Source: an optimization exercise on an open RTL-to-GDS flow (aim: a short achievable clock period and few clock cycles). Production flows keep margins and buffers that such runs may drop. In this exercise RTL edits were held to simulation tests only and were not proved equivalent to the original. Power figures rest on the tool's default switching activity, not on a simulated workload.

Setup of before:
==> flow/design.v <==
module mips_pipeline_top (
    input  logic        clk,
    input  logic        rst,
    input  logic [31:0] Memory_out,
    input  logic [31:0] Inst_out,
    output logic [31:0] Pc_out,
    output logic [31:0] Ex_Mem_out3,
    output logic [31:0] Ex_Mem_out4,
    output logic        Memread,
    output logic        Memwrite
);
    typedef enum logic [2:0] {ALU_ADD, ALU_SUB, ALU_AND, ALU_OR, ALU_SLT, ALU_LINK} alu_op_t;
    typedef struct packed {
        logic       reg_write;
        logic       mem_read;
        logic       mem_write;
        logic       branch_eq;
        logic       branch_ne;
        logic       jump_reg;
        logic       alu_src;    
        alu_op_t    alu_op;
        logic [4:0] dest;
    } ctrl_t;
    logic [31:0] pc;
    logic [31:0] regs [32];
    logic [31:0] if_id_inst, if_id_pc1;
    ctrl_t       id_ex_ctrl;
    logic [4:0]  id_ex_rs, id_ex_rt;
    logic [31:0] id_ex_a, id_ex_b, id_ex_imm, id_ex_pc1;
    logic        ex_mem_reg_write, ex_mem_mem_read, ex_mem_mem_write;
    logic [4:0]  ex_mem_dest;
    logic [31:0] ex_mem_result, ex_mem_store;
    logic        mem_wb_reg_write, mem_wb_mem_read;
    logic [4:0]  mem_wb_dest;
    logic [31:0] mem_wb_result, mem_wb_mem_data;
    logic [5:0]  opcode, funct;
    logic [4:0]  rs, rt, rd;
    assign opcode = if_id_inst[31:26];
    assign rs     = if_id_inst[25:21];
    assign rt     = if_id_inst[20:16];
    assign rd     = if_id_inst[15:11];
    assign funct  = if_id_inst[5:0];
    ctrl_t id_ctrl;
    logic  uses_rs, uses_rt, id_jump, imm_zext;
    always_comb begin
        id_ctrl  = '0;
        uses_rs  = 1'b0;
        uses_rt  = 1'b0;
        id_jump  = 1'b0;
        imm_zext = 1'b0;
        case (opcode)
            6'h00: begin
                id_ctrl.dest = rd;
                uses_rs      = 1'b1;
                uses_rt      = 1'b1;
                case (funct)
                    6'h20: begin id_ctrl.reg_write = 1'b1; id_ctrl.alu_op = ALU_ADD; end
                    6'h22: begin id_ctrl.reg_write = 1'b1; id_ctrl.alu_op = ALU_SUB; end
                    6'h24: begin id_ctrl.reg_write = 1'b1; id_ctrl.alu_op = ALU_AND; end
                    6'h25: begin id_ctrl.reg_write = 1'b1; id_ctrl.alu_op = ALU_OR;  end
                    6'h2A: begin id_ctrl.reg_write = 1'b1; id_ctrl.alu_op = ALU_SLT; end
                    6'h08: begin id_ctrl.jump_reg  = 1'b1; uses_rt = 1'b0; end
                    default: begin uses_rs = 1'b0; uses_rt = 1'b0; end
                endcase
            end
            6'h08: begin id_ctrl.reg_write = 1'b1; id_ctrl.alu_src = 1'b1; id_ctrl.dest = rt; uses_rs = 1'b1; end
            6'h0C: begin
                id_ctrl.reg_write = 1'b1; id_ctrl.alu_src = 1'b1; id_ctrl.dest = rt;
                id_ctrl.alu_op = ALU_AND; uses_rs = 1'b1; imm_zext = 1'b1;
            end
            6'h0A: begin
                id_ctrl.reg_write = 1'b1; id_ctrl.alu_src = 1'b1; id_ctrl.dest = rt;
                id_ctrl.alu_op = ALU_SLT; uses_rs = 1'b1;
            end
            6'h23: begin
                id_ctrl.reg_write = 1'b1; id_ctrl.mem_read = 1'b1; id_ctrl.alu_src = 1'b1;
                id_ctrl.dest = rt; uses_rs = 1'b1;
            end
            6'h2B: begin id_ctrl.mem_write = 1'b1; id_ctrl.alu_src = 1'b1; uses_rs = 1'b1; uses_rt = 1'b1; end
            6'h04: begin id_ctrl.branch_eq = 1'b1; uses_rs = 1'b1; uses_rt = 1'b1; end
            6'h05: begin id_ctrl.branch_ne = 1'b1; uses_rs = 1'b1; uses_rt = 1'b1; end
            6'h02: id_jump = 1'b1;
            6'h03: begin
                id_jump = 1'b1; id_ctrl.reg_write = 1'b1; id_ctrl.dest = 5'd31; id_ctrl.alu_op = ALU_LINK;
            end
            default: ;
        endcase
    end
    logic [31:0] wb_data, rs_val, rt_val, id_imm, jump_target;
    logic        wb_en;
    assign wb_data     = mem_wb_mem_read ? mem_wb_mem_data : mem_wb_result;
    assign wb_en       = mem_wb_reg_write && (mem_wb_dest != 5'd0);
    assign rs_val      = (wb_en && mem_wb_dest == rs) ? wb_data : regs[rs];
    assign rt_val      = (wb_en && mem_wb_dest == rt) ? wb_data : regs[rt];
    assign id_imm      = imm_zext ? {16'h0000, if_id_inst[15:0]} : {{16{if_id_inst[15]}}, if_id_inst[15:0]};
    assign jump_target = {if_id_pc1[31:26], if_id_inst[25:0]};
    logic        fwd_mem_a, fwd_mem_b;
    logic [31:0] alu_a, fwd_b, alu_b, alu_result, branch_target;
    logic        branch_taken, load_use;
    assign fwd_mem_a = ex_mem_reg_write && (ex_mem_dest != 5'd0) && (ex_mem_dest == id_ex_rs);
    assign fwd_mem_b = ex_mem_reg_write && (ex_mem_dest != 5'd0) && (ex_mem_dest == id_ex_rt);
    assign alu_a = fwd_mem_a ? ex_mem_result :
                   (wb_en && mem_wb_dest == id_ex_rs) ? wb_data : id_ex_a;
    assign fwd_b = fwd_mem_b ? ex_mem_result :
                   (wb_en && mem_wb_dest == id_ex_rt) ? wb_data : id_ex_b;
    assign alu_b = id_ex_ctrl.alu_src ? id_ex_imm : fwd_b;
    always_comb begin
        case (id_ex_ctrl.alu_op)
            ALU_SUB:  alu_result = alu_a - alu_b;
            ALU_AND:  alu_result = alu_a & alu_b;
            ALU_OR:   alu_result = alu_a | alu_b;
            ALU_SLT:  alu_result = ($signed(alu_a) < $signed(alu_b)) ? 32'd1 : 32'd0;
            ALU_LINK: alu_result = id_ex_pc1;
            default:  alu_result = alu_a + alu_b;
        endcase
    end
    assign branch_taken  = (id_ex_ctrl.branch_eq && (alu_a == fwd_b)) ||
                           (id_ex_ctrl.branch_ne && (alu_a != fwd_b)) || id_ex_ctrl.jump_reg;
    assign branch_target = id_ex_ctrl.jump_reg ? alu_a : id_ex_pc1 + id_ex_imm;
    assign load_use      = id_ex_ctrl.mem_read && (id_ex_ctrl.dest != 5'd0) &&
                           ((uses_rs && id_ex_ctrl.dest == rs) || (uses_rt && id_ex_ctrl.dest == rt));
    always_ff @(posedge clk) begin
        if (rst) begin
            pc <= '0; if_id_inst <= '0; if_id_pc1 <= '0;
        end else if (branch_taken) begin
            pc <= branch_target; if_id_inst <= '0; if_id_pc1 <= '0;
        end else if (load_use) begin
            pc <= pc;
        end else if (id_jump) begin
            pc <= jump_target; if_id_inst <= '0; if_id_pc1 <= '0;
        end else begin
            pc <= pc + 32'd1; if_id_inst <= Inst_out; if_id_pc1 <= pc + 32'd1;
        end
    end
    always_ff @(posedge clk) begin
        if (rst || branch_taken || load_use) begin
            id_ex_ctrl <= '0; id_ex_rs <= '0; id_ex_rt <= '0;
            id_ex_a <= '0; id_ex_b <= '0; id_ex_imm <= '0; id_ex_pc1 <= '0;
        end else begin
            id_ex_ctrl <= id_ctrl; id_ex_rs <= rs; id_ex_rt <= rt;
            id_ex_a <= rs_val; id_ex_b <= rt_val; id_ex_imm <= id_imm; id_ex_pc1 <= if_id_pc1;
        end
    end
    always_ff @(posedge clk) begin
        if (rst) begin
            ex_mem_reg_write <= 1'b0; ex_mem_mem_read <= 1'b0; ex_mem_mem_write <= 1'b0;
            ex_mem_dest <= '0; ex_mem_result <= '0; ex_mem_store <= '0;
            mem_wb_reg_write <= 1'b0; mem_wb_mem_read <= 1'b0; mem_wb_dest <= '0;
            mem_wb_result <= '0; mem_wb_mem_data <= '0;
        end else begin
            ex_mem_reg_write <= id_ex_ctrl.reg_write; ex_mem_mem_read <= id_ex_ctrl.mem_read;
            ex_mem_mem_write <= id_ex_ctrl.mem_write; ex_mem_dest <= id_ex_ctrl.dest;
            ex_mem_result <= alu_result; ex_mem_store <= fwd_b;
            mem_wb_reg_write <= ex_mem_reg_write; mem_wb_mem_read <= ex_mem_mem_read;
            mem_wb_dest <= ex_mem_dest; mem_wb_result <= ex_mem_result; mem_wb_mem_data <= Memory_out;
        end
    end
    always_ff @(posedge clk) begin
        if (rst) begin
            for (int i = 0; i < 32; i++) regs[i] <= '0;
        end else if (wb_en) begin
            regs[mem_wb_dest] <= wb_data;
        end
    end
    assign Pc_out      = pc;
    assign Ex_Mem_out3 = ex_mem_result;
    assign Ex_Mem_out4 = ex_mem_store;
    assign Memread     = ex_mem_mem_read;
    assign Memwrite    = ex_mem_mem_write;
endmodule
clock: 7.0 ns
lec_check: 0
abc_clock_period_in_ps: 4000
cap_margin: 20
core_margin: 2
core_utilization: 40
setup_slack_margin: 2.5
slew_margin: 20
run.sh (not shown) runs the stock make flow with config.mk's settings and CLKGATE_MAP_FILE= SYNTH_SCRIPT=/design/flow/synth_recipe.tcl, a recipe that flattens the netlist after the stock synthesis.
before did not stop at any stage, and its layout met the timing, DRC and antenna checks.
Testbench counts of before, summed over its fixed seeds: cycles 66,751.
Changes in after relative to before:
- SETUP_SLACK_MARGIN no longer set, was 2.5
- ABC_CLOCK_PERIOD_IN_PS no longer set, was 4000
Notes after the runs:
- after ended with every stage complete and zero timing, DRC or antenna violations.
- The number of antenna violations at the first check in global routing of after falls short of that of before by 2.
- Power improves in after relative to before.
- Taking before as the reference point, the via count of the first global-routing pass of after falls by 2.6%.
- after does better than before on wire length of the first global-routing pass.
- Peak ir drop on the vdd network sits lower in after than in before.

what the ideal ports hide:
The results above use ideal ports. As a check the final layouts listed here were re-extracted and re-timed, cells and wires unchanged. Step 1: set_driving_cell puts a clkbuf_16 on clk and a buf_2 on each other input, an assumption about the parent block. Step 2 moves the port delays by t, midway between the first and last clock arrival at a register: inputs arrive t later, outputs are due t later. That takes back most of the time a late clock gives input paths. Three values: ideal ports, drivers, drivers and shift; two values: the first two.
| run | t, ns | setup WS [ns] | worst register clock-pin slew, ns | worst slew at a driven data input, ns | pins driven straight from the clock port |
|---|---|---|---|---|---|
| before | 0.889 | 2.070 / 2.070 / 2.070 | 0.06 / 0.06 | 0.06 | 1 |
| after | 0.889 | 0.670 / 0.670 / 0.670 | 0.07 / 0.07 | 0.07 | 1 |
After both steps setup and hold are still met in every run listed.
